Context: an optimization exercise on an open-source flow, tuned for small area. The choices shown serve that exercise and are no tape-out recipe.
Function was checked by simulation only, so behaviour that the tests miss may differ from the original.
Power figures rest on the tool's default switching activity, not on a simulated workload.

$ cat design/flow/design.v
`timescale 1ns/1ps
`default_nettype none
module dma_rx_csr (
   input  logic                        clk,
   input  logic                        rst,
   input  logic [8-1:0]      avmm_address,
   input  logic                        avmm_read,
   input  logic                        avmm_write,
   input  logic [32-1:0]      avmm_writedata,
   input  logic [32/8-1:0]    avmm_byteenable,
   output logic [32-1:0]      avmm_readdata,
   output logic                        avmm_readdatavalid,
   output logic [3-1:0]          cfg_drop_en,
   output logic [8*3-1:0]        cfg_threshold
);
   localparam logic [8-1:0] EN_OFS = 8'(0);
   logic [8-1:0] ofs;
   logic [32-1:0] rd_word;
   logic [32-1:0] rd_data_q;
   logic                   rd_valid_q;
   function automatic logic [8-1:0] thresh_ofs(input integer c);
      thresh_ofs = 8'(4 + c * 4);
   endfunction
   assign ofs = avmm_address - 8'('h60);
   always_ff @(posedge clk) begin
      if (rst) begin
         for (int c = 0; c < 3; c++) begin
            cfg_drop_en[c]         <= 1'b0;
            cfg_threshold[8*c +: 8] <= 8'hFF;
         end
      end else if (avmm_write && avmm_byteenable[0]) begin
         for (int c = 0; c < 3; c++) begin
            if (ofs == EN_OFS)
               cfg_drop_en[c] <= avmm_writedata[c];
            if (ofs == thresh_ofs(c))
               cfg_threshold[8*c +: 8] <= avmm_writedata[7:0];
         end
      end
   end
   always_comb begin
      rd_word = '0;
      for (int c = 0; c < 3; c++) begin
         if (ofs == EN_OFS)
            rd_word[c] = cfg_drop_en[c];
         if (ofs == thresh_ofs(c))
            rd_word = 32'(cfg_threshold[8*c +: 8]);
      end
   end
   always_ff @(posedge clk) begin
      if (avmm_read)
         rd_data_q <= rd_word;
   end
   always_ff @(posedge clk) begin
      if (rst)
         rd_valid_q <= 1'b0;
      else
         rd_valid_q <= avmm_read;
   end
   assign avmm_readdata      = rd_data_q;
   assign avmm_readdatavalid = rd_valid_q;
endmodule
`default_nettype wire
`timescale 1ns/1ps
`default_nettype none
module dma_rx_chan_admit #(
   parameter int CHAN = 0
) (
   input  logic                       clk,
   input  logic                       rst,
   input  logic                       accept,
   input  logic [64-1:0]        in_tdata,
   input  logic [64/8-1:0]      in_tkeep,
   input  logic                       in_tlast,
   input  logic [2:0]                 in_egr_port,
   input  logic                       in_mcast_en,
   input  logic [3-1:0]         in_mcast_port,
   input  logic                       cfg_drop_en,
   input  logic [7:0]                 cfg_threshold,
   input  logic [$clog2(16+1)-1:0] occ,
   output logic                       wr,
   output logic [64-1:0]        wr_tdata,
   output logic [64/8-1:0]      wr_tkeep,
   output logic                       wr_tlast,
   output logic                       drop_event
);
   localparam logic [2:0] MY_PORT = 3'(2 + CHAN);
   localparam logic PASS  = 1'b0;
   localparam logic TRUNC = 1'b1;
   logic match;
   logic hit;
   logic over;
   logic trunc_end;
   logic state_q;
   logic state_d;
   always_comb begin
      if (in_mcast_en)
         match = in_mcast_port[CHAN];
      else
         match = (in_egr_port == MY_PORT);
   end
   assign hit = accept & match;
   assign over = cfg_drop_en & ~in_tlast & (8'(occ) > cfg_threshold);
   assign wr_tdata = in_tdata;
   assign wr_tkeep = in_tkeep;
   always_comb begin
      state_d   = state_q;
      wr        = 1'b0;
      wr_tlast  = in_tlast;
      trunc_end = 1'b0;
      if (hit) begin
         if (state_q == TRUNC) begin
            if (in_tlast) begin
               state_d   = PASS;
               trunc_end = 1'b1;
            end
         end else if (over) begin
            wr       = 1'b1;
            wr_tlast = 1'b1;
            state_d  = TRUNC;
         end else begin
            wr = 1'b1;
         end
      end
   end
   always_ff @(posedge clk) begin
      if (rst) begin
         state_q    <= PASS;
         drop_event <= 1'b0;
      end else begin
         state_q    <= state_d;
         drop_event <= trunc_end;
      end
   end
endmodule
`default_nettype wire
`timescale 1ns/1ps
`default_nettype none
module dma_rx_chan_fifo (
   input  logic                       clk,
   input  logic                       rst,
   input  logic                       wr,
   input  logic [64-1:0]        wr_tdata,
   input  logic [64/8-1:0]      wr_tkeep,
   input  logic                       wr_tlast,
   output logic                       out_valid,
   output logic [64-1:0]        out_tdata,
   output logic [64/8-1:0]      out_tkeep,
   output logic                       out_tlast,
   input  logic                       out_ready,
   output logic [$clog2(16+1)-1:0] occ,
   output logic                       room
);
   localparam int OW         = $clog2(16+1);
   localparam int AW         = $clog2(16);
   localparam int BW         = 64 + 64/8 + 1;
   localparam logic [OW-1:0] ROOM_LIMIT = OW'(16 - 4);
   logic [BW-1:0]  mem [16];
   logic [AW-1:0]  wr_ptr;
   logic [AW-1:0]  rd_ptr;
   logic           rd;
   assign out_valid = (occ != '0);
   assign {out_tdata, out_tkeep, out_tlast} = mem[rd_ptr];
   assign rd        = out_valid & out_ready;
   always_ff @(posedge clk) begin
      if (wr)
         mem[wr_ptr] <= {wr_tdata, wr_tkeep, wr_tlast};
   end
   always_ff @(posedge clk) begin
      if (rst) begin
         wr_ptr <= '0;
         rd_ptr <= '0;
         occ    <= '0;
         room   <= 1'b1;
      end else begin
         if (wr)
            wr_ptr <= wr_ptr + 1'b1;
         if (rd)
            rd_ptr <= rd_ptr + 1'b1;
         case ({wr, rd})
            2'b10:   occ <= occ + 1'b1;
            2'b01:   occ <= occ - 1'b1;
            default: occ <= occ;
         endcase
         room <= (occ < ROOM_LIMIT);
      end
   end
endmodule
`default_nettype wire
`timescale 1ns/1ps
`default_nettype none
module dma_rx_dmux (
   input  logic                        clk,
   input  logic                        rst,
   input  logic                        in_valid,
   output logic                        in_ready,
   input  logic [64-1:0]         in_tdata,
   input  logic [64/8-1:0]       in_tkeep,
   input  logic                        in_tlast,
   input  logic [2:0]                  in_egr_port,
   input  logic                        in_mcast_en,
   input  logic [3-1:0]          in_mcast_port,
   output logic [3-1:0]          dma_valid,
   output logic [3*64-1:0] dma_tdata,
   output logic [3*64/8-1:0] dma_tkeep,
   output logic [3-1:0]          dma_tlast,
   input  logic [3-1:0]          dma_ready,
   input  logic [8-1:0]      avmm_address,
   input  logic                        avmm_read,
   input  logic                        avmm_write,
   input  logic [32-1:0]      avmm_writedata,
   input  logic [32/8-1:0]    avmm_byteenable,
   output logic [32-1:0]      avmm_readdata,
   output logic                        avmm_readdatavalid,
   output logic [3-1:0]          drop_event
);
   localparam int OW = $clog2(16+1);
   logic [3-1:0]   cfg_drop_en;
   logic [8*3-1:0] cfg_threshold;
   logic [3-1:0]   room;
   logic                 accept;
   assign in_ready = &room;
   assign accept   = in_valid & in_ready;
   dma_rx_csr u_csr (
      .clk                (clk),
      .rst                (rst),
      .avmm_address       (avmm_address),
      .avmm_read          (avmm_read),
      .avmm_write         (avmm_write),
      .avmm_writedata     (avmm_writedata),
      .avmm_byteenable    (avmm_byteenable),
      .avmm_readdata      (avmm_readdata),
      .avmm_readdatavalid (avmm_readdatavalid),
      .cfg_drop_en        (cfg_drop_en),
      .cfg_threshold      (cfg_threshold)
   );
   for (genvar c = 0; c < 3; c++) begin : gen_chan
      logic                  wr;
      logic [64-1:0]   wr_tdata;
      logic [64/8-1:0] wr_tkeep;
      logic                  wr_tlast;
      logic [OW-1:0]         occ;
      dma_rx_chan_admit #(.CHAN(c)) u_admit (
         .clk           (clk),
         .rst           (rst),
         .accept        (accept),
         .in_tdata      (in_tdata),
         .in_tkeep      (in_tkeep),
         .in_tlast      (in_tlast),
         .in_egr_port   (in_egr_port),
         .in_mcast_en   (in_mcast_en),
         .in_mcast_port (in_mcast_port),
         .cfg_drop_en   (cfg_drop_en[c]),
         .cfg_threshold (cfg_threshold[8*c +: 8]),
         .occ           (occ),
         .wr            (wr),
         .wr_tdata      (wr_tdata),
         .wr_tkeep      (wr_tkeep),
         .wr_tlast      (wr_tlast),
         .drop_event    (drop_event[c])
      );
      dma_rx_chan_fifo u_fifo (
         .clk       (clk),
         .rst       (rst),
         .wr        (wr),
         .wr_tdata  (wr_tdata),
         .wr_tkeep  (wr_tkeep),
         .wr_tlast  (wr_tlast),
         .out_valid (dma_valid[c]),
         .out_tdata (dma_tdata[c*64 +: 64]),
         .out_tkeep (dma_tkeep[c*64/8 +: 64/8]),
         .out_tlast (dma_tlast[c]),
         .out_ready (dma_ready[c]),
         .occ       (occ),
         .room      (room[c])
      );
   end
endmodule
`default_nettype wire
$ cat design/flow/run.sh
#!/bin/bash
# synth_recipe.tcl (not shown) runs the flow's synth.tcl, then flattens the netlist and writes it again
# the make line also repeats each setting of config.mk as NAME=value (left out here)
make -C /OpenROAD-flow-scripts/flow DESIGN_CONFIG=/design/flow/config.mk WORK_HOME=/design/flow/orfs CLKGATE_MAP_FILE= SYNTH_SCRIPT=/design/flow/synth_recipe.tcl finish
$ cat design/flow/config.mk
export PLATFORM = sky130hd
export DESIGN_NAME = dma_rx_dmux
export DESIGN_NICKNAME = dma_rx_dmux
export VERILOG_FILES = /design/flow/design.v
export SDC_FILE = /design/flow/constraint.sdc
export NUM_CORES = 4
export LEC_CHECK = 0
export CAP_MARGIN = 20
export CORE_MARGIN = 2
export CORE_UTILIZATION = 40
export SLEW_MARGIN = 20
$ cat design/flow/constraint.sdc
create_clock -name core_clock -period 6.0 [get_ports {clk}]
set_input_delay 1.2000 -clock core_clock [delete_from_list [all_inputs] [get_ports {clk}]]
set_output_delay 1.2000 -clock core_clock [all_outputs]
set_load 0.01 [all_outputs]
==> tab_implementation.tex, run 1 <==
\begin{tabular}{lr}
\hline
Metric & Value \\
\hline
\multicolumn{2}{l}{\textbf{Outcome}} \\
Run status & no timing/DRC/antenna violations \\
\multicolumn{2}{l}{\textbf{Global route}} \\
Initial antenna violation count & 25 \\
Wire length of the first global-routing pass & 488,000 um \\
Global Route Usage Sum & 19.6\% \\
Overflow left after global routing & 0 \\
Maximum number of pins on one net before global-route repair & 141 \\
Number of global-route vias before repair & 67.2k \\
\multicolumn{2}{l}{\textbf{CTS}} \\
CTS root buffer & sky130\_fd\_sc\_hd\_\_clkbuf\_16 \\
CTS max path bufs & 4 \\
Clock buffers created by TritonCTS & 370 \\
TritonCTS Sinks & 3,600 \\
CTS tree & built \\
Number of buffers inserted to repair setup after CTS & 0 \\
Cts repair resizes & 0 \\
Later-pin clock latency in the skew report & 950 ps \\
Hold buffer count at cts & 0 \\
Clock Pin Slew Worst Setup and Hold Paths & 60 ps \\
Number of H-tree levels & 5 \\
\multicolumn{2}{l}{\textbf{Drt}} \\
Average routed wire per standard cell & 30.0 um \\
Residual DRC & 0 \\
Via density per instance & 5.65 \\
Routed wire length & 344,000 um \\
Remaining antenna violation count after routing & 0 \\
First-pass iteration count of the detailed router & 5 \\
Count of vias placed by the detailed router & 64.7k \\
Initial DRC Count & 7,071 \\
\multicolumn{2}{l}{\textbf{Worst setup path}} \\
Cell-by-cell listing of the critical path & buf\_4 > mux4\_2 > a22oi\_1 > nand2\_1 > clkdlybuf4s50\_1 \\
End of the worst register-to-register path & gen\_chan[0].u\_fifo.mem[6][28] \\
Start of the worst register-to-register path & gen\_chan[0].u\_fifo.room \\
Endpoint of the most critical setup path & dma\_tdata[152] \\
Count of cells along the worst register-to-register path & 5 \\
Kind of start point of the critical path & flip-flop \\
Slowest CP cell & sky130\_fd\_sc\_hd\_\_dfxtp\_4 \\
CP delay by family, top & buffers and inverters \\
Logic depth of the worst path, buffers included & 5 \\
Peak per-stage delay on the critical path & 820 ps \\
Reg2reg setup slack & 2520 ps \\
Kind of critical path & flip-flop to output port \\
CP bufs+invs & 2 \\
Crit path arrival time & 4070 ps \\
Maximum fanout along the worst path & 24 \\
Worst path required time & 4800 ps \\
Nature of the critical path endpoint & output port \\
\multicolumn{2}{l}{\textbf{Floorplan}} \\
Total Die Area & 345,000 um2 \\
Count of boundary I/O pins & 391 \\
Floorplan die width & 587 um \\
Num rows & 214 \\
Vertical extent of the die & 587 um \\
Initial Utilization & 40.1\% \\
Core Footprint & 339,000 um2 \\
\multicolumn{2}{l}{\textbf{Yosys}} \\
Count of flip-flops with a built-in enable after synthesis & 3,512 \\
Count of unique library cells instantiated by Yosys & 61 \\
\#FFs+latches synth & 3,600 \\
Leading cell types by count after synthesis & sky130\_fd\_sc\_hd\_\_edfxtp\_1, sky130\_fd\_sc\_hd\_\_mux4\_2, sky130\_fd\_sc\_hd\_\_a22oi\_1 \\
Cell type contributing the most total cell area after synthesis & sky130\_fd\_sc\_hd\_\_edfxtp\_1 \\
Most common cell in the synthesized netlist & sky130\_fd\_sc\_hd\_\_edfxtp\_1 \\
Synth top area cells & sky130\_fd\_sc\_hd\_\_edfxtp\_1, sky130\_fd\_sc\_hd\_\_mux4\_2, sky130\_fd\_sc\_hd\_\_a22oi\_1 \\
Count of mapped cells out of synthesis & 5,973 \\
Top-area cell type share of the netlist area & 77.5\% \\
Fraction of synthesis flops using an asynchronous set or reset pin & 0\% \\
Ys flop type & sky130\_fd\_sc\_hd\_\_edfxtp\_1 \\
YS warnings & 5 \\
Sequential share of the synthesized area & 78.8\% \\
Syn\_area\_per\_cell & 22.8 um2 \\
Total standard cell area after synthesis & 136,000 um2 \\
\multicolumn{2}{l}{\textbf{STA}} \\
Final setup vio count & 0 \\
Worst Max-Slew Pin Slew & 1180 ps \\
RSZ-0062 raised after global routing & false \\
Shortest clock period the worst path allows after layout & 5270 ps \\
Final max-slew violation count & 0 \\
Final period util & 87.8\% \\
Total Neg Setup Slack & 0 ps \\
Top achievable clock speed & 0.190 GHz \\
Number of failing hold endpoints at the final stage & 0 \\
Max transition margin & 21.1\% \\
Post-Route Skew & 65.2 ps \\
Setup slack of the critical path after layout & 730 ps \\
\multicolumn{2}{l}{\textbf{Layout}} \\
Fraction of layout instances using a drive strength above 1 & 25.2\% \\
Net count of the finished layout & 6,790 \\
Area overhead of the layout relative to synthesis & 16.8\% \\
Final Non-Filler Cells & 11.5k \\
Summed area of non-filler cells in the final layout & 159,000 um2 \\
\multicolumn{2}{l}{\textbf{Placed design}} \\
Minimum setup slack after placement & 1270 ps \\
Cell total after placement & 10.8k \\
Final GP Congestion & 0.739 \\
Port-buffer cells & 339 \\
Placed cell area & 147,000 um2 \\
Detailed Place HPWL & 196,000 um \\
\multicolumn{2}{l}{\textbf{Power and ir drop}} \\
Maximum vdd ir drop & 0.000247 V \\
Leakage power total & 49.3 nW \\
Power consumption & 61.9 mW \\
Power Density & 389 nW/um2 \\
\multicolumn{2}{l}{\textbf{Flow run}} \\
Max Cap Viol & 0 \\
\multicolumn{2}{l}{\textbf{Hold path}} \\
Tightest Hold Check Type & flip-flop to flip-flop \\
\hline
\end{tabular}
==> worst min-delay path: cells and delay by family, from the launching register on <==
kind / cells / cell delay [ps]
DFF: 1 / 330
muxes: 1 / 70
and+or+nand+nor: 1 / 60
==> per-layer routing <==
metal	vias up	wire length, um	track usage [%]
met5	-	113	0
met4	20	11200	6.57
met3	524	23300	3.53
met2	2340	168000	32.2
met1	35103	141000	26.6
li1	26710	-	-
==> layout make-up <==
cell class | count | area, um2
Fill cell | 27711 | 180000
Sequential cell | 3600 | 107000
Multi-Input combinational cell | 2000 | 27500
Clock buffer | 447 | 9650
Timing Repair Buffer | 597 | 6340
Tap cell | 4536 | 5680
Clock inverter | 222 | 2250
Inverter | 47 | 176
Antenna cell | 9 | 22.5
==> registers in the layout, summed over array words and instances, names as in the netlist, 3 cells and up, named ones only <==
register                     flops
gen_chan.u_fifo.wr_ptr          12
u_csr.rd_data_q                  8
gen_chan.u_fifo.rd_ptr          12
gen_chan.u_fifo.mem           3504
gen_chan.u_admit.drop_event      3
gen_chan.u_admit.state_q         3
u_csr.cfg_threshold             24
gen_chan.u_fifo.room             3
gen_chan.u_fifo.occ             15
u_csr.cfg_drop_en                3
==> worst min-delay path by stage <==
stage	from	endpoint	slack [ps]	cells past startpoint
5_1_grt	u_csr.cfg_threshold[12]	u_csr.cfg_threshold[12]	520	2
6_report	u_csr.cfg_threshold[11]	u_csr.cfg_threshold[11]	480	2
3_3_place_gp	u_csr.cfg_threshold[12]	u_csr.cfg_threshold[12]	460	2
4_1_cts	u_csr.cfg_threshold[11]	u_csr.cfg_threshold[11]	480	2
2_1_floorplan	u_csr.cfg_threshold[11]	u_csr.cfg_threshold[11]	440	2
3_5_place_dp	u_csr.cfg_threshold[11]	u_csr.cfg_threshold[11]	470	2
==> cell usage in the layout (no fill, tap or decap), types with 80 or more instances in the layout <==
master and instances:
sky130_fd_sc_hd__dfxtp_1 82, sky130_fd_sc_hd__nand2_1 264, sky130_fd_sc_hd__clkbuf_16 374, sky130_fd_sc_hd__mux4_2 879, sky130_fd_sc_hd__clkinv_1 80, sky130_fd_sc_hd__buf_12 82, sky130_fd_sc_hd__a22oi_1 443, sky130_fd_sc_hd__clkdlybuf4s50_1 336
sky130_fd_sc_hd__buf_4 176, sky130_fd_sc_hd__edfxtp_1 3512
==> where the power goes <==
group	switching (mW)	leakage [nW]	internal [mW]
sequential	0.357	32.3	27.8
clock	9.62	5.82	12.9
combinational	5.55	11.1	5.56
==> kinds of logic (layout without fill, tap and decap cells) <==
kind of cell,count (synthesis),count (layout),synth area share (%)
multiplexers,915,915,14.8
AO/OA/AOI/OAI,538,538,2.96
flip-flops,3600,3600,78.8
AND/OR/NAND/NOR,461,461,1.60
buffers and inverters,396,1313,1.27
other,1,33,0.00276
adder cells (fa/ha/maj),42,42,0.386
XOR/XNOR,20,20,0.129
==> stage by stage <==
stage	hold slack (ps)	utilization, %
global placement	461	43.3
finish	484	46.8
global route	516	46.8
detailed placement	469	43.3
floorplan	445	-
CTS	482	46.8
==> inputs of run 2 (changes only) <==
--- a/design/flow/design.v
+++ b/design/flow/design.v
@@ -16,7 +16,7 @@
    localparam logic [8-1:0] EN_OFS = 8'(0);
    logic [8-1:0] ofs;
    logic [32-1:0] rd_word;
-   logic [32-1:0] rd_data_q;
+   logic [7:0]             rd_data_q;
    logic                   rd_valid_q;
    function automatic logic [8-1:0] thresh_ofs(input integer c);
       thresh_ofs = 8'(4 + c * 4);
@@ -48,7 +48,7 @@
    end
    always_ff @(posedge clk) begin
       if (avmm_read)
-         rd_data_q <= rd_word;
+         rd_data_q <= rd_word[7:0];
    end
    always_ff @(posedge clk) begin
       if (rst)
@@ -56,7 +56,7 @@
       else
          rd_valid_q <= avmm_read;
    end
-   assign avmm_readdata      = rd_data_q;
+   assign avmm_readdata      = 32'(rd_data_q);
    assign avmm_readdatavalid = rd_valid_q;
 endmodule
 `default_nettype wire
@@ -76,7 +76,7 @@
    input  logic [3-1:0]         in_mcast_port,
    input  logic                       cfg_drop_en,
    input  logic [7:0]                 cfg_threshold,
-   input  logic [$clog2(16+1)-1:0] occ,
+   input  logic [4-1:0]          occ,
    output logic                       wr,
    output logic [64-1:0]        wr_tdata,
    output logic [64/8-1:0]      wr_tkeep,
@@ -147,24 +147,38 @@
    output logic [64/8-1:0]      out_tkeep,
    output logic                       out_tlast,
    input  logic                       out_ready,
-   output logic [$clog2(16+1)-1:0] occ,
+   output logic [4-1:0]          occ,
    output logic                       room
 );
-   localparam int OW         = $clog2(16+1);
-   localparam int AW         = $clog2(16);
+   localparam int DEPTH      = (16 - 4 + 1);
+   localparam int AW         = $clog2(DEPTH);
+   localparam int OW         = 4;
    localparam int BW         = 64 + 64/8 + 1;
    localparam logic [OW-1:0] ROOM_LIMIT = OW'(16 - 4);
-   logic [BW-1:0]  mem [16];
-   logic [AW-1:0]  wr_ptr;
-   logic [AW-1:0]  rd_ptr;
-   logic           rd;
+   logic [BW-1:0]    wdata;
+   logic [BW-1:0]    slot_q [DEPTH];
+   logic [DEPTH-1:0] we;
+   logic [DEPTH-1:0] rsel;
+   logic [AW-1:0]    wr_ptr;
+   logic [AW-1:0]    rd_ptr;
+   logic             rd;
+   assign wdata = {wr_tdata, wr_tkeep, wr_tlast};
+   for (genvar i = 0; i < DEPTH; i++) begin : gen_slot
+      assign we[i]   = wr & (wr_ptr == AW'(i));
+      assign rsel[i] = (rd_ptr == AW'(i));
+      always_ff @(posedge clk) begin
+         slot_q[i] <= (wdata & {BW{we[i]}}) | (slot_q[i] & {BW{~we[i]}});
+      end
+   end
+   always_comb begin
+      logic [BW-1:0] head;
+      head = '0;
+      for (int i = 0; i < DEPTH; i++)
+         head = head | (slot_q[i] & {BW{rsel[i]}});
+      {out_tdata, out_tkeep, out_tlast} = head;
+   end
    assign out_valid = (occ != '0);
-   assign {out_tdata, out_tkeep, out_tlast} = mem[rd_ptr];
    assign rd        = out_valid & out_ready;
-   always_ff @(posedge clk) begin
-      if (wr)
-         mem[wr_ptr] <= {wr_tdata, wr_tkeep, wr_tlast};
-   end
    always_ff @(posedge clk) begin
       if (rst) begin
          wr_ptr <= '0;
@@ -173,9 +187,9 @@
          room   <= 1'b1;
       end else begin
          if (wr)
-            wr_ptr <= wr_ptr + 1'b1;
+            wr_ptr <= (wr_ptr == AW'(DEPTH-1)) ? '0 : wr_ptr + 1'b1;
          if (rd)
-            rd_ptr <= rd_ptr + 1'b1;
+            rd_ptr <= (rd_ptr == AW'(DEPTH-1)) ? '0 : rd_ptr + 1'b1;
          case ({wr, rd})
             2'b10:   occ <= occ + 1'b1;
             2'b01:   occ <= occ - 1'b1;
@@ -213,7 +227,7 @@
    output logic                        avmm_readdatavalid,
    output logic [3-1:0]          drop_event
 );
-   localparam int OW = $clog2(16+1);
+   localparam int OW = 4;
    logic [3-1:0]   cfg_drop_en;
    logic [8*3-1:0] cfg_threshold;
    logic [3-1:0]   room;
--- a/design/flow/config.mk
+++ b/design/flow/config.mk
@@ -7,5 +7,6 @@
 export LEC_CHECK = 0
 export CAP_MARGIN = 20
 export CORE_MARGIN = 2
-export CORE_UTILIZATION = 40
+export CORE_UTILIZATION = 60
+export PLACE_DENSITY = 0.72
 export SLEW_MARGIN = 20
==> run 2 against run 1 <==
Net effect: critical path type unchanged; hold slack worse by 3.7 ps; sequential power is about 20% lower; wire length is 12% lower; register-to-register slack better by 140 ps; clock skew is 2.0 ps lower; setup slack worse by 430 ps; area after synthesis is 22% lower; critical path depth is 3 higher; largest cell class unchanged.
==> tab_implementation.tex, run 2 <==
\begin{tabular}{lr}
\hline
Metric & Value \\
\hline
\multicolumn{2}{l}{\textbf{Outcome}} \\
Run status & no timing/DRC/antenna violations \\
\multicolumn{2}{l}{\textbf{STA}} \\
Top achievable clock speed & 0.176 GHz \\
Final period util & 95.0\% \\
RSZ-0062 raised after global routing & false \\
Final max-slew violation count & 0 \\
Post-Route Skew & 63.2 ps \\
Worst Max-Slew Pin Slew & 1240 ps \\
Max transition margin & 17.2\% \\
Shortest clock period the worst path allows after layout & 5700 ps \\
Setup slack of the critical path after layout & 302 ps \\
Number of failing hold endpoints at the final stage & 0 \\
Hold WS & 480 ps \\
Final setup vio count & 0 \\
\multicolumn{2}{l}{\textbf{CTS}} \\
Later-pin clock latency in the skew report & 940 ps \\
Number of buffers inserted to repair setup after CTS & 0 \\
Clock Pin Slew Worst Setup and Hold Paths & 70 ps \\
CTS root buffer & sky130\_fd\_sc\_hd\_\_clkbuf\_16 \\
Number of H-tree levels & 5 \\
CTS tree & built \\
Hold buffer count at cts & 0 \\
CTS max path bufs & 4 \\
Cts repair resizes & 0 \\
Clock buffers created by TritonCTS & 296 \\
TritonCTS Sinks & 2,928 \\
\multicolumn{2}{l}{\textbf{Drt}} \\
Residual DRC & 0 \\
Via density per instance & 7.00 \\
Average routed wire per standard cell & 34.6 um \\
Routed wire length & 301,000 um \\
First-pass iteration count of the detailed router & 9 \\
Remaining antenna violation count after routing & 0 \\
Count of vias placed by the detailed router & 60.9k \\
Initial DRC Count & 9,822 \\
\multicolumn{2}{l}{\textbf{Placed design}} \\
Detailed Place HPWL & 159,000 um \\
Final GP Congestion & 0.798 \\
Minimum setup slack after placement & 1310 ps \\
Port-buffer cells & 339 \\
\multicolumn{2}{l}{\textbf{Worst setup path}} \\
Slowest CP cell & sky130\_fd\_sc\_hd\_\_and3b\_4 \\
Maximum fanout along the worst path & 42 \\
Kind of start point of the critical path & flip-flop \\
CP delay by family, top & simple AND/OR/NAND/NOR gates \\
Crit path arrival time & 4500 ps \\
Worst path required time & 4800 ps \\
CP bufs+invs & 3 \\
Start of the worst register-to-register path & gen\_chan[0].u\_fifo.room \\
Cell-by-cell listing of the critical path & inv\_1 > ha\_1 > and3b\_4 > buf\_4 > a222oi\_1 > and3\_1 > nand4\_1 > clkdlybuf4s50\_1 \\
Critical path launch point & gen\_chan[2].u\_fifo.rd\_ptr[0] \\
Reg2reg setup slack & 2660 ps \\
Count of cells along the worst register-to-register path & 5 \\
Nature of the critical path endpoint & output port \\
Peak per-stage delay on the critical path & 980 ps \\
Kind of critical path & flip-flop to output port \\
\multicolumn{2}{l}{\textbf{Yosys}} \\
Cell type contributing the most total cell area after synthesis & sky130\_fd\_sc\_hd\_\_edfxtp\_1 \\
Synth top area cells & sky130\_fd\_sc\_hd\_\_edfxtp\_1, sky130\_fd\_sc\_hd\_\_a22oi\_1, sky130\_fd\_sc\_hd\_\_a222oi\_1 \\
Top-area cell type share of the netlist area & 80.7\% \\
Count of flip-flops with a built-in enable after synthesis & 2,855 \\
Count of mapped cells out of synthesis & 5,667 \\
Total standard cell area after synthesis & 106,000 um2 \\
Sequential share of the synthesized area & 82.1\% \\
Leading cell types by count after synthesis & sky130\_fd\_sc\_hd\_\_edfxtp\_1, sky130\_fd\_sc\_hd\_\_a22oi\_1, sky130\_fd\_sc\_hd\_\_and3\_1 \\
Fraction of synthesis flops using an asynchronous set or reset pin & 0\% \\
\#FFs+latches synth & 2,928 \\
Ys flop type & sky130\_fd\_sc\_hd\_\_edfxtp\_1 \\
Count of unique library cells instantiated by Yosys & 64 \\
Syn\_area\_per\_cell & 18.7 um2 \\
Most common cell in the synthesized netlist & sky130\_fd\_sc\_hd\_\_edfxtp\_1 \\
YS warnings & 6 \\
\multicolumn{2}{l}{\textbf{Hold path}} \\
Tightest Hold Check Type & flip-flop to flip-flop \\
Worst Hold Path Cells & 1 \\
End of the worst hold path & gen\_chan[0].u\_fifo.room \\
Startpoint of the most critical hold path & gen\_chan[0].u\_fifo.occ[3] \\
\multicolumn{2}{l}{\textbf{Global route}} \\
Number of global-route vias before repair & 59.5k \\
Global Route Usage Sum & 33.2\% \\
Initial antenna violation count & 9 \\
Wire length of the first global-routing pass & 424,000 um \\
Overflow left after global routing & 0 \\
Maximum number of pins on one net before global-route repair & 74 \\
\multicolumn{2}{l}{\textbf{Floorplan}} \\
Vertical extent of the die & 425 um \\
Floorplan die width & 425 um \\
Core Footprint & 176,000 um2 \\
Num rows & 154 \\
Total Die Area & 180,000 um2 \\
Count of boundary I/O pins & 391 \\
Initial Utilization & 60.3\% \\
\multicolumn{2}{l}{\textbf{Layout}} \\
Net count of the finished layout & 6,340 \\
Fraction of layout instances using a drive strength above 1 & 11.9\% \\
Commonest non-fill, non-tap cell in the layout & sky130\_fd\_sc\_hd\_\_edfxtp\_1 \\
Area overhead of the layout relative to synthesis & 15.3\% \\
Highest-count cells in the layout ignoring fill and taps & sky130\_fd\_sc\_hd\_\_edfxtp\_1, sky130\_fd\_sc\_hd\_\_a22oi\_1, sky130\_fd\_sc\_hd\_\_clkbuf\_16, sky130\_fd\_sc\_hd\_\_clkdlybuf4s50\_1, sky130\_fd\_sc\_hd\_\_and3\_1 \\
\multicolumn{2}{l}{\textbf{Power and ir drop}} \\
Power Density & 372 nW/um2 \\
Maximum vdd ir drop & 0.000362 V \\
Leakage power total & 38.0 nW \\
\multicolumn{2}{l}{\textbf{Flow run}} \\
Max Cap Viol & 0 \\
\hline
\end{tabular}
run 2: changes by cell type in the layout (fill, tap and decap cells not counted), sizes merged, moves of 56 or more:
cell,before,now
nand3,16,77
a22oi,443,980
nand2,264,50
clkbuf,447,352
mux4,879,3
and3,18,224
nand4,10,169
a22o,0,70
clkinv,168,112
edfxtp,3512,2855
a222oi,0,170
run 2: layout make-up:
type / instances / area (um2)
Antenna cell: 7 / 17.5
Clock buffer: 352 / 7760
Tap cell: 2340 / 2930
Timing Repair Buffer: 550 / 5610
Fill cell: 10884 / 53600
Multi-Input combinational cell: 2343 / 17600
Inverter: 40 / 150
Clock inverter: 144 / 1180
Sequential cell: 2928 / 87200
run 2: worst register-to-register path, stage by stage, from the launching register on:
cell	delay, ps
sky130_fd_sc_hd__dfxtp_1	340
sky130_fd_sc_hd__nand4_1	230
sky130_fd_sc_hd__a2111oi_2	550
sky130_fd_sc_hd__nor3b_1	620
sky130_fd_sc_hd__and2_4	860
sky130_fd_sc_hd__buf_4	430
run 2: power breakdown:
part	total, mW	internal (mW)	switching (mW)
Combinational	5.50	2.17	3.33
Clock	17.4	10.0	7.39
Sequential	22.7	22.6	0.0833
run 2: worst max-delay path by stage:
stage | endpoint | slack [ps] | cells past startpoint
final | dma_tdata[191] | 300 | 8
after global routing | dma_tdata[155] | 210 | 8
after CTS | dma_tdata[155] | 300 | 8
after detailed placement | gen_chan[2].u_fifo.occ[3] | 1310 | 11
after global placement | gen_chan[2].u_fifo.occ[3] | 1330 | 11
after floorplan | flip-flop | -610 | 6
run 2: per-layer routing:
metal	vias up	track usage, %	share of wire, %
met5	-	0	0.0086
met4	4	13.3	4.2
met3	543	7.12	13
met2	4497	52.1	47
met1	31068	45.9	36
li1	24797	-	-
run 2: stage by stage:
stage               instance area [um2]  power, mW  utilization, %  TNS, ps  instances
floorplan                        106000       25.3               -  -176680       5690
global placement                 113000       28.5            64.4        0       8200
detailed placement               113000       28.5            64.4        0       8200
CTS                              122000       45.6            69.5        0       8696
global route                     122000       46.7            69.5        0       8697
finish                           122000       45.5            69.5        0       8704
run 2: logic make-up after synthesis:
| logic type | Yosys count | synth area share, % |
|---|---|---|
| DFF | 2928 | 82.1 |
| adders and majority gates | 49 | 0.598 |
| xor gates and xnor gates | 7 | 0.0577 |
| other | 1 | 0.00353 |
| muxes | 80 | 0.801 |
| and+or+nand+nor | 768 | 4.34 |
| buffers and inverters | 419 | 1.74 |
| AOI/OAI and AO/OA | 1415 | 10.4 |
==> inputs of run 3 (changes only) <==
--- a/design/flow/design.v
+++ b/design/flow/design.v
@@ -151,45 +151,33 @@
    output logic                       room
 );
    localparam int DEPTH      = (16 - 4 + 1);
-   localparam int AW         = $clog2(DEPTH);
    localparam int OW         = 4;
    localparam int BW         = 64 + 64/8 + 1;
    localparam logic [OW-1:0] ROOM_LIMIT = OW'(16 - 4);
-   logic [BW-1:0]    wdata;
    logic [BW-1:0]    slot_q [DEPTH];
-   logic [DEPTH-1:0] we;
-   logic [DEPTH-1:0] rsel;
-   logic [AW-1:0]    wr_ptr;
-   logic [AW-1:0]    rd_ptr;
    logic             rd;
-   assign wdata = {wr_tdata, wr_tkeep, wr_tlast};
-   for (genvar i = 0; i < DEPTH; i++) begin : gen_slot
-      assign we[i]   = wr & (wr_ptr == AW'(i));
-      assign rsel[i] = (rd_ptr == AW'(i));
-      always_ff @(posedge clk) begin
-         slot_q[i] <= (wdata & {BW{we[i]}}) | (slot_q[i] & {BW{~we[i]}});
+   always_ff @(posedge clk) begin
+      if (wr) begin
+         slot_q[0] <= {wr_tdata, wr_tkeep, wr_tlast};
+         for (int i = 1; i < DEPTH; i++)
+            slot_q[i] <= slot_q[i-1];
       end
    end
    always_comb begin
       logic [BW-1:0] head;
       head = '0;
       for (int i = 0; i < DEPTH; i++)
-         head = head | (slot_q[i] & {BW{rsel[i]}});
+         if (occ == OW'(i + 1))
+            head = head | slot_q[i];
       {out_tdata, out_tkeep, out_tlast} = head;
    end
    assign out_valid = (occ != '0);
    assign rd        = out_valid & out_ready;
    always_ff @(posedge clk) begin
       if (rst) begin
-         wr_ptr <= '0;
-         rd_ptr <= '0;
          occ    <= '0;
          room   <= 1'b1;
       end else begin
-         if (wr)
-            wr_ptr <= (wr_ptr == AW'(DEPTH-1)) ? '0 : wr_ptr + 1'b1;
-         if (rd)
-            rd_ptr <= (rd_ptr == AW'(DEPTH-1)) ? '0 : rd_ptr + 1'b1;
          case ({wr, rd})
             2'b10:   occ <= occ + 1'b1;
             2'b01:   occ <= occ - 1'b1;
==> design/flow/flow/run.sh (new file) <==
#!/bin/bash
# Standard ORFS layout (the standard.sh) with two changes:
#  - port buffers use the smallest buffer cell instead of ORFS's default pick
#  - CTS uses small clock buffers and no dummy loads
set -euo pipefail
export BUFFER_PORTS_ARGS="-buffer_cell sky130_fd_sc_hd__buf_1"
export CTS_ARGS="-sink_clustering_enable -repair_clock_nets -dont_use_dummy_load -buf_list sky130_fd_sc_hd__clkbuf_4"
bash standard.sh finish > flow_make.log 2>&1
==> design/flow/standard.sh (new file) <==
#!/bin/bash
# synth_recipe.tcl (not shown) runs the flow's synth.tcl, then flattens the netlist and writes it again
# the make line also repeats each setting of config.mk as NAME=value (left out here)
make -C /OpenROAD-flow-scripts/flow DESIGN_CONFIG=/design/flow/config.mk WORK_HOME=/design/flow/orfs CLKGATE_MAP_FILE= SYNTH_SCRIPT=/design/flow/synth_recipe.tcl "${@:-finish}"
removed: design/flow/run.sh
==> run 3 against run 2 <==
Net effect: still clean; flip-flop and latch count down 24; utilization down 3.4 points; sequential share of layout area up 4.3 points; clock power down 29%; setup slack worse by 70 ps; via count down 2.1%; cell area down 6.2%; synthesized cell count down 3.7%; fmax down 1.2%; critical path type unchanged; highest routed layer unchanged.
==> tab_implementation.tex, run 3 <==
\begin{tabular}{lr}
\hline
Metric & Value \\
\hline
\multicolumn{2}{l}{\textbf{STA}} \\
Total Neg Setup Slack & 0 ps \\
Hold WS & 200 ps \\
Final max-slew violation count & 0 \\
Max transition margin & 22.3\% \\
Shortest clock period the worst path allows after layout & 5770 ps \\
Top achievable clock speed & 0.173 GHz \\
Number of failing hold endpoints at the final stage & 0 \\
RSZ-0062 raised after global routing & false \\
Post-Route Skew & 128 ps \\
Worst Max-Slew Pin Slew & 1170 ps \\
Final setup vio count & 0 \\
Final period util & 96.1\% \\
\multicolumn{2}{l}{\textbf{Floorplan}} \\
Floorplan die width & 422 um \\
Initial Utilization & 60.3\% \\
Vertical extent of the die & 422 um \\
Core Footprint & 174,000 um2 \\
Count of boundary I/O pins & 391 \\
Num rows & 153 \\
Total Die Area & 178,000 um2 \\
\multicolumn{2}{l}{\textbf{Power and ir drop}} \\
Share of total power in the clock network & 29.5\% \\
Net switching component of the power & 11.6 mW \\
Leakage power total & 35.7 nW \\
Power consumption & 41.9 mW \\
Reg power frac & 56.0\% \\
Maximum vdd ir drop & 0.000234 V \\
Internal portion of total power & 30.3 mW \\
Switching power as a share of total power & 27.7\% \\
Combinational share of power & 14.5\% \\
Power Density & 365 nW/um2 \\
\multicolumn{2}{l}{\textbf{Layout}} \\
Final Non-Filler Cells & 8,707 \\
Top register by number of flip-flops & gen\_chan.u\_fifo.slot\_q \\
Commonest non-fill, non-tap cell in the layout & sky130\_fd\_sc\_hd\_\_edfxtp\_1 \\
Fraction of layout instances using a drive strength above 1 & 15.6\% \\
Net count of the finished layout & 6,508 \\
Flip-flop count of the largest register, all copies and words added & 2,847 \\
Area overhead of the layout relative to synthesis & 9.74\% \\
Highest-count cells in the layout ignoring fill and taps & sky130\_fd\_sc\_hd\_\_edfxtp\_1, sky130\_fd\_sc\_hd\_\_a22oi\_1, sky130\_fd\_sc\_hd\_\_clkbuf\_4, sky130\_fd\_sc\_hd\_\_buf\_1, sky130\_fd\_sc\_hd\_\_and3\_1 \\
Summed area of non-filler cells in the final layout & 115,000 um2 \\
Largest registers & gen\_chan.u\_fifo.slot\_q x2847, u\_csr.cfg\_threshold x24, gen\_chan.u\_fifo.occ x12 \\
\multicolumn{2}{l}{\textbf{Placed design}} \\
Port-buffer cells & 339 \\
Detailed Place HPWL & 160,000 um \\
Placed cell area & 109,000 um2 \\
Cell total after placement & 7,943 \\
Final GP Congestion & 0.861 \\
\multicolumn{2}{l}{\textbf{Yosys}} \\
Top-area cell type share of the netlist area & 81.9\% \\
Syn\_area\_per\_cell & 19.2 um2 \\
Ys flop type & sky130\_fd\_sc\_hd\_\_edfxtp\_1 \\
Fraction of synthesis flops using an asynchronous set or reset pin & 0\% \\
Sequential share of the synthesized area & 82.9\% \\
Synth top area cells & sky130\_fd\_sc\_hd\_\_edfxtp\_1, sky130\_fd\_sc\_hd\_\_a22oi\_1, sky130\_fd\_sc\_hd\_\_a222oi\_1 \\
Count of unique library cells instantiated by Yosys & 46 \\
Total standard cell area after synthesis & 105,000 um2 \\
Leading cell types by count after synthesis & sky130\_fd\_sc\_hd\_\_edfxtp\_1, sky130\_fd\_sc\_hd\_\_a22oi\_1, sky130\_fd\_sc\_hd\_\_and3\_1 \\
Count of flip-flops with a built-in enable after synthesis & 2,855 \\
YS warnings & 6 \\
Count of mapped cells out of synthesis & 5,456 \\
\#FFs+latches synth & 2,904 \\
Cell type contributing the most total cell area after synthesis & sky130\_fd\_sc\_hd\_\_edfxtp\_1 \\
Most common cell in the synthesized netlist & sky130\_fd\_sc\_hd\_\_edfxtp\_1 \\
\multicolumn{2}{l}{\textbf{Global route}} \\
Maximum number of pins on one net before global-route repair & 138 \\
Initial antenna violation count & 34 \\
Wire length of the first global-routing pass & 390,000 um \\
Number of global-route vias before repair & 59.5k \\
Global Route Usage Sum & 29.9\% \\
Overflow left after global routing & 0 \\
\multicolumn{2}{l}{\textbf{CTS}} \\
CTS tree & built \\
Later-pin clock latency in the skew report & 1410 ps \\
TritonCTS Sinks & 2,904 \\
CTS root buffer & sky130\_fd\_sc\_hd\_\_clkbuf\_4 \\
Clock Pin Slew Worst Setup and Hold Paths & 70 ps \\
CTS max path bufs & 4 \\
Number of H-tree levels & 6 \\
Clock buffers created by TritonCTS & 718 \\
\multicolumn{2}{l}{\textbf{Worst setup path}} \\
Reg2reg setup slack & 2700 ps \\
Worst path required time & 4800 ps \\
End of the worst register-to-register path & gen\_chan[1].u\_fifo.occ[3] \\
Slowest CP cell & sky130\_fd\_sc\_hd\_\_dfxtp\_1 \\
Peak per-stage delay on the critical path & 990 ps \\
Kind of start point of the critical path & flip-flop \\
Start of the worst register-to-register path & gen\_chan[1].u\_fifo.occ[2] \\
Kind of critical path & flip-flop to output port \\
Nature of the critical path endpoint & output port \\
Maximum fanout along the worst path & 32 \\
Crit path arrival time & 4570 ps \\
Most prevalent standard cell on the critical path & sky130\_fd\_sc\_hd\_\_buf\_4 \\
Critical path launch point & gen\_chan[2].u\_fifo.occ[3] \\
Cell-by-cell listing of the critical path & buf\_4 > and3b\_4 > buf\_4 > a222oi\_1 > and3\_1 > nand4\_1 > buf\_1 \\
Count of cells along the worst register-to-register path & 9 \\
\multicolumn{2}{l}{\textbf{Drt}} \\
Remaining antenna violation count after routing & 0 \\
Residual DRC & 0 \\
First-pass iteration count of the detailed router & 7 \\
Count of vias placed by the detailed router & 59.6k \\
Via density per instance & 6.85 \\
Initial DRC Count & 10.0k \\
Average routed wire per standard cell & 30.9 um \\
Routed wire length & 269,000 um \\
\multicolumn{2}{l}{\textbf{Hold path}} \\
Startpoint of the most critical hold path & avmm\_writedata[5] \\
Tightest Hold Check Type & input port to flip-flop \\
Worst Hold Path Cells & 3 \\
End of the worst hold path & u\_csr.cfg\_threshold[13] \\
\multicolumn{2}{l}{\textbf{Flow run}} \\
Max Cap Viol & 0 \\
\multicolumn{2}{l}{\textbf{Outcome}} \\
Run status & no timing/DRC/antenna violations \\
\hline
\end{tabular}
-- run 3: changes by cell type after synthesis, sizes merged, moves of 7 or more --
cell | before | now
a211oi | 6 | 13
mux2 | 10 | 32
mux2i | 67 | 55
and2 | 67 | 31
o21ai | 50 | 35
a22o | 70 | 104
ha | 46 | 31
inv | 40 | 19
nor2 | 78 | 49
nand3 | 77 | 62
a21oi | 40 | 18
a222oi | 170 | 160
dfxtp | 73 | 49
a22oi | 980 | 968
-- run 3: final cells by class --
cell class                      instances  area [um2]
Sequential cell                      2904       86700
Fill cell                           11691       58800
Multi-Input combinational cell       2186       16500
Clock buffer                          718        5390
Timing Repair Buffer                  516        3210
Tap cell                             2325        2910
Antenna cell                           39        97.6
Inverter                               19        71.3
-- run 3: worst max-delay path by stage --
stage | endpoint | cells after the start
4_1_cts | dma_tdata[140] | 7
3_5_place_dp | dma_tdata[112] | 8
6_report | dma_tdata[180] | 7
2_1_floorplan | gen_chan[0].u_fifo.occ[3] | 9
3_3_place_gp | dma_tdata[180] | 8
5_1_grt | dma_tdata[10] | 7
-- run 3: worst max-delay path, delay by kind of cell, from the launching register on --
family	cells	cell delay, ps
AND/OR/NAND/NOR	3	1180
flip-flops	1	990
buffers and inverters	3	920
AO/OA/AOI/OAI	1	100
-- run 3: per-stage QoR --
stage / utilization, % / worst slack [ps]
5_1_grt: 66.1 / 79.3
2_1_floorplan: - / -11660
3_3_place_gp: 62.9 / 1420
3_5_place_dp: 62.9 / 1390
6_report: 66.1 / 232
4_1_cts: 66.1 / 105
-- run 3: timing repair --
action | in CTS | in global routing
endpoints found under the hold margin | 5 | 0
resized for setup | 2 | 1
endpoints found under the setup margin | 17 | 1
cloned | 0 | 0
hold buffers | 3 | 0
setup buffers | 4 | 0
-- run 3: per-layer routing --
metal	global-route usage, %	vias to the layer above	share of wire (%)
met5	0	-	0.053
met2	44.5	4297	46
met3	8.99	531	13
li1	-	24878	-
met1	41.0	29920	37
met4	14.1	20	4.2
-- run 3: cells by family after synthesis --
kind of cell / Yosys count / share of synthesized area, %
fa+ha+maj: 31 / 0.371
xor+xnor: 10 / 0.0837
mux: 90 / 0.935
compound gates: 1369 / 10.3
buf+inv: 389 / 1.69
flops: 2904 / 82.9
simple gates: 662 / 3.80
other cells: 1 / 0.00358
-- run 3: power groups by stage --
stage	combinational, mW	clock, mW	sequential [mW]
floorplan	3.20	0	24.0
global placement	5.96	0	23.8
detailed placement	6.01	0	23.8
CTS	6.06	12.6	23.4
global route	6.36	13.6	23.5
finish	6.08	12.4	23.4
==> inputs of run 4 (changes only) <==
--- a/design/flow/design.v
+++ b/design/flow/design.v
@@ -68,8 +68,7 @@
    input  logic                       clk,
    input  logic                       rst,
    input  logic                       accept,
-   input  logic [64-1:0]        in_tdata,
-   input  logic [64/8-1:0]      in_tkeep,
+   input  logic                       accept_n,
    input  logic                       in_tlast,
    input  logic [2:0]                 in_egr_port,
    input  logic                       in_mcast_en,
@@ -78,8 +77,7 @@
    input  logic [7:0]                 cfg_threshold,
    input  logic [4-1:0]          occ,
    output logic                       wr,
-   output logic [64-1:0]        wr_tdata,
-   output logic [64/8-1:0]      wr_tkeep,
+   output logic                       wr_n,
    output logic                       wr_tlast,
    output logic                       drop_event
 );
@@ -100,11 +98,10 @@
    end
    assign hit = accept & match;
    assign over = cfg_drop_en & ~in_tlast & (8'(occ) > cfg_threshold);
-   assign wr_tdata = in_tdata;
-   assign wr_tkeep = in_tkeep;
+   assign wr   = hit & (state_q == PASS);
+   assign wr_n = accept_n | ~match | (state_q == TRUNC);
    always_comb begin
       state_d   = state_q;
-      wr        = 1'b0;
       wr_tlast  = in_tlast;
       trunc_end = 1'b0;
       if (hit) begin
@@ -114,11 +111,8 @@
                trunc_end = 1'b1;
             end
          end else if (over) begin
-            wr       = 1'b1;
             wr_tlast = 1'b1;
             state_d  = TRUNC;
-         end else begin
-            wr = 1'b1;
          end
       end
    end
@@ -135,12 +129,23 @@
 `default_nettype wire
 `timescale 1ns/1ps
 `default_nettype none
+module dma_rx_phase_dec #(
+   parameter int W = 1
+) (
+   input  logic         phase,
+   input  logic [W-1:0] din,
+   output logic [W-1:0] dout
+);
+   assign dout = din ^ {W{phase}};
+endmodule
 module dma_rx_chan_fifo (
    input  logic                       clk,
    input  logic                       rst,
+   input  logic                       phase,
    input  logic                       wr,
-   input  logic [64-1:0]        wr_tdata,
-   input  logic [64/8-1:0]      wr_tkeep,
+   input  logic                       wr_n,
+   input  logic [64-1:0]        wr_tdata_enc,
+   input  logic [64/8-1:0]      wr_tkeep_enc,
    input  logic                       wr_tlast,
    output logic                       out_valid,
    output logic [64-1:0]        out_tdata,
@@ -148,42 +153,54 @@
    output logic                       out_tlast,
    input  logic                       out_ready,
    output logic [4-1:0]          occ,
-   output logic                       room
+   output logic                       room,
+   output logic                       room_n
 );
    localparam int DEPTH      = (16 - 4 + 1);
    localparam int OW         = 4;
    localparam int BW         = 64 + 64/8 + 1;
    localparam logic [OW-1:0] ROOM_LIMIT = OW'(16 - 4);
    logic [BW-1:0]    slot_q [DEPTH];
+   logic [BW-1:0]    wr_w;
+   logic [BW-1:0]    wr_nw;
+   logic [BW-1:0]    head;
    logic             rd;
-   always_ff @(posedge clk) begin
-      if (wr) begin
-         slot_q[0] <= {wr_tdata, wr_tkeep, wr_tlast};
-         for (int i = 1; i < DEPTH; i++)
-            slot_q[i] <= slot_q[i-1];
-      end
+   assign wr_w  = {BW{wr}};
+   assign wr_nw = {BW{wr_n}};
+   always_ff @(posedge clk) begin
+      slot_q[0] <= ~((wr_nw | {wr_tdata_enc, wr_tkeep_enc, wr_tlast ^ phase}) & (wr_w | slot_q[0]));
+      for (int i = 1; i < DEPTH; i++)
+         slot_q[i] <= ~((wr_nw | slot_q[i-1]) & (wr_w | slot_q[i]));
+   end
+   logic [DEPTH-1:0] rsel;
+   for (genvar i = 0; i < DEPTH; i++) begin : gen_rsel
+      assign rsel[i] = (occ == OW'(i + 1));
    end
    always_comb begin
-      logic [BW-1:0] head;
       head = '0;
       for (int i = 0; i < DEPTH; i++)
-         if (occ == OW'(i + 1))
-            head = head | slot_q[i];
-      {out_tdata, out_tkeep, out_tlast} = head;
-   end
+         head = head | (slot_q[i] & {BW{rsel[i]}});
+   end
+   dma_rx_phase_dec #(.W(BW)) u_dec (
+      .phase (phase),
+      .din   (head),
+      .dout  ({out_tdata, out_tkeep, out_tlast})
+   );
    assign out_valid = (occ != '0);
    assign rd        = out_valid & out_ready;
    always_ff @(posedge clk) begin
       if (rst) begin
          occ    <= '0;
          room   <= 1'b1;
+         room_n <= 1'b0;
       end else begin
          case ({wr, rd})
             2'b10:   occ <= occ + 1'b1;
             2'b01:   occ <= occ - 1'b1;
             default: occ <= occ;
          endcase
-         room <= (occ < ROOM_LIMIT);
+         room   <= (occ < ROOM_LIMIT);
+         room_n <= ~(occ < ROOM_LIMIT);
       end
    end
 endmodule
@@ -219,9 +236,23 @@
    logic [3-1:0]   cfg_drop_en;
    logic [8*3-1:0] cfg_threshold;
    logic [3-1:0]   room;
+   logic [3-1:0]   room_n;
    logic                 accept;
+   logic                 accept_n;
+   logic                 phase;
+   logic [64-1:0]  in_tdata_enc;
+   logic [64/8-1:0] in_tkeep_enc;
    assign in_ready = &room;
    assign accept   = in_valid & in_ready;
+   assign accept_n = ~in_valid | (|room_n);
+   always_ff @(posedge clk) begin
+      if (rst)
+         phase <= 1'b0;
+      else
+         phase <= ~phase;
+   end
+   assign in_tdata_enc = in_tdata ^ {64{phase}};
+   assign in_tkeep_enc = in_tkeep ^ {(64/8){phase}};
    dma_rx_csr u_csr (
       .clk                (clk),
       .rst                (rst),
@@ -237,16 +268,14 @@
    );
    for (genvar c = 0; c < 3; c++) begin : gen_chan
       logic                  wr;
-      logic [64-1:0]   wr_tdata;
-      logic [64/8-1:0] wr_tkeep;
+      logic                  wr_n;
       logic                  wr_tlast;
       logic [OW-1:0]         occ;
       dma_rx_chan_admit #(.CHAN(c)) u_admit (
          .clk           (clk),
          .rst           (rst),
          .accept        (accept),
-         .in_tdata      (in_tdata),
-         .in_tkeep      (in_tkeep),
+         .accept_n      (accept_n),
          .in_tlast      (in_tlast),
          .in_egr_port   (in_egr_port),
          .in_mcast_en   (in_mcast_en),
@@ -255,25 +284,27 @@
          .cfg_threshold (cfg_threshold[8*c +: 8]),
          .occ           (occ),
          .wr            (wr),
-         .wr_tdata      (wr_tdata),
-         .wr_tkeep      (wr_tkeep),
+         .wr_n          (wr_n),
          .wr_tlast      (wr_tlast),
          .drop_event    (drop_event[c])
       );
       dma_rx_chan_fifo u_fifo (
-         .clk       (clk),
-         .rst       (rst),
-         .wr        (wr),
-         .wr_tdata  (wr_tdata),
-         .wr_tkeep  (wr_tkeep),
-         .wr_tlast  (wr_tlast),
-         .out_valid (dma_valid[c]),
-         .out_tdata (dma_tdata[c*64 +: 64]),
-         .out_tkeep (dma_tkeep[c*64/8 +: 64/8]),
-         .out_tlast (dma_tlast[c]),
-         .out_ready (dma_ready[c]),
-         .occ       (occ),
-         .room      (room[c])
+         .clk          (clk),
+         .rst          (rst),
+         .phase        (phase),
+         .wr           (wr),
+         .wr_n         (wr_n),
+         .wr_tdata_enc (in_tdata_enc),
+         .wr_tkeep_enc (in_tkeep_enc),
+         .wr_tlast     (wr_tlast),
+         .out_valid    (dma_valid[c]),
+         .out_tdata    (dma_tdata[c*64 +: 64]),
+         .out_tkeep    (dma_tkeep[c*64/8 +: 64/8]),
+         .out_tlast    (dma_tlast[c]),
+         .out_ready    (dma_ready[c]),
+         .occ          (occ),
+         .room         (room[c]),
+         .room_n       (room_n[c])
       );
    end
 endmodule
--- a/design/flow/config.mk
+++ b/design/flow/config.mk
@@ -10,3 +10,4 @@
 export CORE_UTILIZATION = 60
 export PLACE_DENSITY = 0.72
 export SLEW_MARGIN = 20
+export SYNTH_HIERARCHICAL = 1
==> run 4 against run 3 <==
Net effect: area after synthesis down 3.4%; die area down 3.3%; cell area down 5.6%; still clean on timing, DRC and antenna; fmax shrank 2.4%; highest routed layer unchanged; critical path type unchanged; largest cell class unchanged; setup slack lost 140 ps; global-route usage up 4.6 points; first-iteration DRC count down 0.28%; power grew 31%.
==> tab_implementation.tex, run 4 <==
\begin{tabular}{lr}
\hline
Metric & Value \\
\hline
\multicolumn{2}{l}{\textbf{Yosys}} \\
Count of flip-flops with a built-in enable after synthesis & 8 \\
YS warnings & 13 \\
Syn\_area\_per\_cell & 10.6 um2 \\
Total standard cell area after synthesis & 101,000 um2 \\
Cell type contributing the most total cell area after synthesis & sky130\_fd\_sc\_hd\_\_dfxtp\_1 \\
Count of unique library cells instantiated by Yosys & 62 \\
Sequential share of the synthesized area & 57.6\% \\
\#FFs+latches synth & 2,908 \\
Most common cell in the synthesized netlist & sky130\_fd\_sc\_hd\_\_dfxtp\_1 \\
Synth top area cells & sky130\_fd\_sc\_hd\_\_dfxtp\_1, sky130\_fd\_sc\_hd\_\_o22ai\_1, sky130\_fd\_sc\_hd\_\_a22oi\_1 \\
Ys flop type & sky130\_fd\_sc\_hd\_\_dfxtp\_1 \\
Count of mapped cells out of synthesis & 9,511 \\
Leading cell types by count after synthesis & sky130\_fd\_sc\_hd\_\_dfxtp\_1, sky130\_fd\_sc\_hd\_\_o22ai\_1, sky130\_fd\_sc\_hd\_\_a22oi\_1 \\
Fraction of synthesis flops using an asynchronous set or reset pin & 0\% \\
Top-area cell type share of the netlist area & 57.4\% \\
\multicolumn{2}{l}{\textbf{CTS}} \\
CTS tree & built \\
Clock buffers created by TritonCTS & 707 \\
Number of buffers inserted to repair setup after CTS & 0 \\
CTS max path bufs & 4 \\
CTS root buffer & sky130\_fd\_sc\_hd\_\_clkbuf\_4 \\
Number of H-tree levels & 6 \\
TritonCTS Sinks & 2,908 \\
Later-pin clock latency in the skew report & 1360 ps \\
Clock Pin Slew Worst Setup and Hold Paths & 60 ps \\
\multicolumn{2}{l}{\textbf{Power and ir drop}} \\
Power Density & 506 nW/um2 \\
Maximum vdd ir drop & 0.000250 V \\
Power consumption & 54.8 mW \\
Leakage power total & 39.9 nW \\
\multicolumn{2}{l}{\textbf{Drt}} \\
Initial DRC Count & 10.0k \\
Routed wire length & 313,000 um \\
Residual DRC & 0 \\
Via density per instance & 6.99 \\
Remaining antenna violation count after routing & 0 \\
Count of vias placed by the detailed router & 83.7k \\
First-pass iteration count of the detailed router & 8 \\
Average routed wire per standard cell & 26.2 um \\
\multicolumn{2}{l}{\textbf{STA}} \\
Max transition margin & 7.56\% \\
Total Neg Setup Slack & 0 ps \\
Worst Max-Slew Pin Slew & 1390 ps \\
Shortest clock period the worst path allows after layout & 5910 ps \\
Setup slack of the critical path after layout & 91.7 ps \\
Post-Route Skew & 83.7 ps \\
Number of failing hold endpoints at the final stage & 0 \\
Top achievable clock speed & 0.169 GHz \\
Final period util & 98.5\% \\
Final setup vio count & 0 \\
Final max-slew violation count & 0 \\
\multicolumn{2}{l}{\textbf{Outcome}} \\
Run status & no timing/DRC/antenna violations \\
\multicolumn{2}{l}{\textbf{Global route}} \\
Number of global-route vias before repair & 79.0k \\
Maximum number of pins on one net before global-route repair & 227 \\
Initial antenna violation count & 34 \\
Wire length of the first global-routing pass & 466,000 um \\
Overflow left after global routing & 0 \\
Global Route Usage Sum & 34.5\% \\
\multicolumn{2}{l}{\textbf{Layout}} \\
Net count of the finished layout & 9,900 \\
Fraction of layout instances using a drive strength above 1 & 10.5\% \\
Highest-count cells in the layout ignoring fill and taps & sky130\_fd\_sc\_hd\_\_dfxtp\_1, sky130\_fd\_sc\_hd\_\_o22ai\_1, sky130\_fd\_sc\_hd\_\_a22oi\_1, sky130\_fd\_sc\_hd\_\_clkbuf\_4, sky130\_fd\_sc\_hd\_\_buf\_1 \\
\# fillers & 13.4k \\
Area overhead of the layout relative to synthesis & 7.15\% \\
Post-route core utilization & 64.8\% \\
Flip-flop count of the largest register, all copies and words added & 2,847 \\
Largest registers & gen\_chan.u\_fifo.slot\_q x2847, u\_csr.cfg\_threshold x24, gen\_chan.u\_fifo.occ x12 \\
Top register by number of flip-flops & gen\_chan.u\_fifo.slot\_q \\
Summed area of non-filler cells in the final layout & 108,000 um2 \\
Commonest non-fill, non-tap cell in the layout & sky130\_fd\_sc\_hd\_\_dfxtp\_1 \\
\multicolumn{2}{l}{\textbf{Worst setup path}} \\
Kind of critical path & flip-flop to output port \\
Cell-by-cell listing of the critical path & buf\_4 > and3b\_4 > buf\_4 > a22oi\_1 > nand2\_1 > or3\_1 > xor2\_1 > buf\_1 \\
Crit path arrival time & 4710 ps \\
Maximum fanout along the worst path & 34 \\
Most prevalent standard cell on the critical path & sky130\_fd\_sc\_hd\_\_buf\_4 \\
Worst path required time & 4800 ps \\
CP bufs+invs & 3 \\
Nature of the critical path endpoint & output port \\
Logic depth of the worst path, buffers included & 8 \\
Count of cells along the worst register-to-register path & 8 \\
Slowest CP cell & sky130\_fd\_sc\_hd\_\_dfxtp\_2 \\
Kind of start point of the critical path & flip-flop \\
CP delay by family, top & buffers and inverters \\
Peak per-stage delay on the critical path & 820 ps \\
\multicolumn{2}{l}{\textbf{Floorplan}} \\
Count of boundary I/O pins & 391 \\
Vertical extent of the die & 415 um \\
Initial Utilization & 60.5\% \\
Total Die Area & 172,000 um2 \\
Floorplan die width & 415 um \\
Core Footprint & 167,000 um2 \\
Num rows & 150 \\
\multicolumn{2}{l}{\textbf{Placed design}} \\
Minimum setup slack after placement & 1360 ps \\
Detailed Place HPWL & 183,000 um \\
Placed cell area & 103,000 um2 \\
Final GP Congestion & 0.905 \\
Port-buffer cells & 339 \\
\multicolumn{2}{l}{\textbf{Hold path}} \\
Worst Hold Path Cells & 3 \\
Tightest Hold Check Type & input port to flip-flop \\
\multicolumn{2}{l}{\textbf{Flow run}} \\
Max Cap Viol & 0 \\
\hline
\end{tabular}
[run 4: cell types whose count changed in the layout (fill, tap and decap cells not counted), sizes merged, moves of 149 or more]
| cell | before | now |
|---|---|---|
| o22ai | 0 | 2856 |
| dfxtp | 49 | 2900 |
| edfxtp | 2855 | 8 |
| xor2 | 6 | 301 |
| and3 | 219 | 53 |
| nand2 | 55 | 204 |
[run 4: layer usage]
metal  routed length, um  GRT usage, %  share of wire, %  vias up
met1              124000          44.5                40    40394
met3               29400          7.42               9.4      799
met5                  69             0             0.022        -
met2              139000          51.5                44     4279
met4               21200          24.7               6.8        8
li1                    -             -                 -    38198
[run 4: worst paths after layout]
| check | to | slack, ps | startpoint |
|---|---|---|---|
| max | dma_tdata[115] | 90 | gen_chan[1].u_fifo.occ[3] |
| min | u_csr.cfg_drop_en[1] | 140 | avmm_writedata[1] |
| min reg2reg | gen_chan[0].u_fifo.slot_q[11][11] | 390 | gen_chan[0].u_fifo.slot_q[10][11] |
| max reg2reg | gen_chan[1].u_fifo.occ[3] | 2780 | gen_chan[1].u_fifo.occ[2] |
[run 4: worst min-delay path, stage by stage]
cell and delay [ps]:
sky130_fd_sc_hd__buf_1 80, sky130_fd_sc_hd__nand2b_1 60, sky130_fd_sc_hd__mux2i_1 60
[run 4: per-module statistics from Yosys, one instance, submodules excluded, excerpt]
module | cell area [um2] | flops+latches | cells
dma_rx_chan_fifo | 31800 | 955 | 2975
dma_rx_csr | 1780 | 36 | 168
dma_rx_dmux | 840 | 1 | 85
[run 4: area by class of cell]
cell class / count / area [um2] / share of cell area, %
Antenna cell: 37 / 92.6 / 0.0854
Clock buffer: 707 / 5310 / 4.90
Inverter: 36 / 135 / 0.125
Multi-Input combinational cell: 5554 / 38300 / 35.3
Sequential cell: 2908 / 58300 / 53.8
Tap cell: 2204 / 2760 / 2.54
Timing Repair Buffer: 530 / 3500 / 3.23
[run 4: what timing repair did]
action	4_1_cts	5_1_grt
endpoints found under the setup margin	35	26
gates cloned	0	1
gates resized for setup	3	8
endpoints found under the hold margin	1	0
hold buffers	1	0
[run 4: metrics by stage]
| step | cells | hold slack, ps |
|---|---|---|
| after floorplan | 9534 | 420 |
| after global placement | 11229 | 429 |
| after detailed placement | 11230 | 437 |
| after CTS | 11938 | 17.1 |
| after global routing | 11957 | 87.8 |
| final | 11976 | 143 |
[run 4: where the power goes]
group,switching [mW],internal (mW)
clock,6.79,5.36
combinational,7.55,5.45
sequential,4.63,25.0
[run 4: kinds of logic after synthesis]
| kind of cell | count (synthesis) | synth area share (%) |
|---|---|---|
| fa+ha+maj | 31 | 0.383 |
| compound gates | 4241 | 28.0 |
| other cells | 1 | 0.00371 |
| xor+xnor | 304 | 2.64 |
| flops | 2908 | 57.6 |
| simple gates | 846 | 4.99 |
| mux | 107 | 1.10 |
| buf+inv | 1073 | 5.23 |

[separate check: timing with driven ports]
In the flow no input, the clock included, has a driving cell. The finished layouts below were timed again as built, in two steps. Step 1 (the two cells are an assumption about what drives the block):
set clk [get_ports {clk}]
set_driving_cell -lib_cell sky130_fd_sc_hd__clkbuf_16 $clk
set_driving_cell -lib_cell sky130_fd_sc_hd__buf_2 [delete_from_list [all_inputs] $clk]
Step 2 times the ports against the registers' clock, not the clock port: input delays grow and output delays shrink by t, the midpoint of the rising clock arrivals with the driver on. Three values: no drivers, after step 1, after step 2; two values: the first two.
run	t (ns)	slack for setup (ns)	worst setup path after step 2	worst register clock-pin slew, ns	cell pins on the clock port's net
run 1	1.013	0.730 / 0.630 / 1.138	input to register	0.07 / 0.07	1
run 2	0.996	0.302 / 0.216 / 1.193	input to register	0.07 / 0.07	1
run 3	1.403	0.232 / 0.153 / 1.556	register to output	0.07 / 0.07	1
run 4	1.408	0.092 / 0.008 / 1.416	register to output	0.07 / 0.07	1
After both steps every run listed still meets setup and hold.
